From an optimization exercise on the open Yosys and OpenROAD flow, aimed at small area; shortcuts taken in it are not production practice. In this exercise RTL edits were held to simulation tests only and were not proved equivalent to the original. Power and IR drop assume default switching activity.

## csr_file
module csr_file (
  input  logic                 clk_i,
  input  logic                 rst_ni,
  input  logic [45:0]          req_i,          
  input  logic [2:0]           stall_i,        
  input  logic                 trap_i,         
  input  logic                 mret_i,         
  input  logic [95:0]          trap_info_i,    
  input  logic [2:0]           irq_i,          
  output logic [32-1:0] csr_rdata_o,
  output logic [32-1:0] mtvec_o,
  output logic [32-1:0] mepc_o
);
Size: ~1,100 cells after synthesis, about 290 flip-flops, roughly 250 I/O pins, about 12,000 µm² of cells after synthesis.
Settings: LEC_CHECK=0, CAP_MARGIN=5, CORE_MARGIN=2, CORE_UTILIZATION=70, SLEW_MARGIN=5, SYNTH_HIERARCHICAL=1, SYNTH_MINIMUM_KEEP_SIZE=0; clock period 6.0 ns.
standard.sh (not shown) runs the stock make flow with config.mk's settings and CLKGATE_MAP_FILE= SYNTH_SCRIPT=/design/flow/synth_recipe.tcl, a recipe that flattens the netlist after the stock synthesis.
==> flow/flow/run.sh <==
#!/bin/bash
# Standard ORFS layout with two changes: the port buffers use the smallest buffer cell, and
# the clock tree uses larger sink clusters without dummy loads.
set -e
export BUFFER_PORTS_ARGS="-buffer_cell sky130_fd_sc_hd__buf_1"
export CTS_ARGS="-sink_clustering_enable -repair_clock_nets -dont_use_dummy_load -buf_list sky130_fd_sc_hd__clkbuf_8 -sink_clustering_size 18 -sink_clustering_max_diameter 80"
bash standard.sh > standard.log 2>&1
Rerun with:
==> flow/flow/run.sh (replaced) <==
#!/bin/bash
# Standard ORFS layout with two changes: the port buffers use the smallest buffer cell, and
# the clock tree uses larger sink clusters without dummy loads; after global routing, cells
# with slack are downsized.
set -e
export BUFFER_PORTS_ARGS="-buffer_cell sky130_fd_sc_hd__buf_1"
export CTS_ARGS="-sink_clustering_enable -repair_clock_nets -dont_use_dummy_load -buf_list sky130_fd_sc_hd__clkbuf_8 -sink_clustering_size 18 -sink_clustering_max_diameter 80"
export RECOVER_POWER=100
bash standard.sh > standard.log 2>&1
Outcome: Now the flow ran to the end with violations: max-capacitance violations, max-slew violations; design area went down by 0.69%; sequential cell count stays the same; fmax went down by 4.1%; non-clock buffer count does not change; register-to-register slack got worse by 0.04 ns; total power stays flat; die area is unchanged; via count stays flat; setup slack got worse by 0.22 ns; utilization went down by 0.56 points.
Rerun with:
==> flow/flow/run.sh (replaced) <==
#!/bin/bash
# Standard ORFS layout with two changes: the port buffers use the smallest buffer cell, and
# the clock tree uses larger sink clusters without dummy loads.
set -e
export BUFFER_PORTS_ARGS="-buffer_cell sky130_fd_sc_hd__buf_1"
export CTS_ARGS="-sink_clustering_enable -repair_clock_nets -dont_use_dummy_load -buf_list sky130_fd_sc_hd__clkbuf_8 -sink_clustering_size 18 -sink_clustering_max_diameter 80"
bash standard.sh > standard.log 2>&1
CAP_MARGIN = 20   (was 5)
CORE_UTILIZATION = 60   (was 70)
SLEW_MARGIN = 20   (was 5)
Result: Now the flow went through all stages and came out clean; area after synthesis stays the same; clock skew goes down by 0.012 ns; first-iteration DRC count goes down by 12%.

== before ==
csr_file, a different RTL version from the one above (not shown whole).
Size: about 1100 cells after synthesis, roughly 290 flip-flops, about 250 I/O pins, about 12000 µm² of cells after synthesis.
==> flow/config.mk <==
export PLATFORM = sky130hd
export DESIGN_NAME = csr_file
export DESIGN_NICKNAME = csr_file
export VERILOG_FILES = /design/flow/design.v
export SDC_FILE = /design/flow/constraint.sdc
export NUM_CORES = 4
export LEC_CHECK = 0
export CAP_MARGIN = 5
export CORE_MARGIN = 2
export CORE_UTILIZATION = 70
export SLEW_MARGIN = 5
export SYNTH_HIERARCHICAL = 1
export SYNTH_MINIMUM_KEEP_SIZE = 0
==> flow/constraint.sdc <==
create_clock -name core_clock -period 6.0 [get_ports {clk_i}]
set_input_delay 1.2000 -clock core_clock [delete_from_list [all_inputs] [get_ports {clk_i}]]
set_output_delay 1.2000 -clock core_clock [all_outputs]
set_load 0.01 [all_outputs]
==> flow/flow/run.sh <==
#!/bin/bash
# Standard ORFS layout with two changes: the port buffers use the smallest buffer cell, and
# the clock tree uses larger sink clusters without dummy loads.
set -e
export BUFFER_PORTS_ARGS="-buffer_cell sky130_fd_sc_hd__buf_1"
export CTS_ARGS="-sink_clustering_enable -repair_clock_nets -dont_use_dummy_load -buf_list sky130_fd_sc_hd__clkbuf_8 -sink_clustering_size 18 -sink_clustering_max_diameter 80"
bash standard.sh > standard.log 2>&1
The inputs of after differ from those of before as listed below.
==> flow/flow/run.sh <==
#!/bin/bash
# Standard ORFS layout with two changes: the port buffers use the smallest buffer cell, and
# the clock tree uses larger sink clusters without dummy loads.
set -e
export BUFFER_PORTS_ARGS="-buffer_cell sky130_fd_sc_hd__buf_1"
export CTS_ARGS="-sink_clustering_enable -repair_clock_nets -dont_use_dummy_load -buf_list sky130_fd_sc_hd__clkbuf_8 -sink_clustering_size 15 -sink_clustering_max_diameter 80"
bash standard.sh > standard.log 2>&1
before -> after: proportion of register bits with asynchronous set or reset after synthesis delta 0, exact match. Final period utilization: after higher than before. | maximum operating frequency | before vs after | ≈ equal |. Compared with before, after shows a global-route wire length before repair that is 0.37% lower. after vs. before: layout clock buffer count went up by 3, number of instances on the worst hold path went down by 1, sequential cell count was more or less identical, power consumption went up by about 1.7%. after against before: number of buffers created by CTS rose by 3; share of total power in the clock network rose by 1.2 points. after completed every stage of the flow, and the final layout passed the timing, design-rule and antenna checks.

## afterwards: timing with drivers on the ports
In the flow no input, the clock included, has a driving cell. The finished layouts below were timed again as built, in two steps.
Step 1 (the two cells are an assumption about what drives the block):
set clk [get_ports {clk_i}]
set_driving_cell -lib_cell sky130_fd_sc_hd__clkbuf_16 $clk
set_driving_cell -lib_cell sky130_fd_sc_hd__buf_2 [delete_from_list [all_inputs] $clk]
Step 2 also shifts input and output timing later by t, the mid clock arrival at the registers, as if the neighbouring blocks saw the same clock.
Slacks: no drivers / after step 1 / after step 2; pairs: no drivers / after step 1.
| run | shift t [ns] | setup slack, ns | pins driven straight from the clock port |
|---|---|---|---|
| the first run of note 1 | 0.581 | 0.993 / 1.020 / 0.439 | 1 |
| the second run of note 1 | 0.579 | 0.777 / 0.758 / 0.450 | 1 |
| the third run of note 1 | 0.584 | 0.865 / 0.845 / 0.402 | 1 |
| before | 0.566 | 0.920 / 0.937 / 0.371 | 1 |
| after | 0.590 | 0.911 / 0.929 / 0.339 | 1 |
The setup slack of after, which loses most, moves by +0.018 ns with the drivers and by -0.572 ns with both steps.
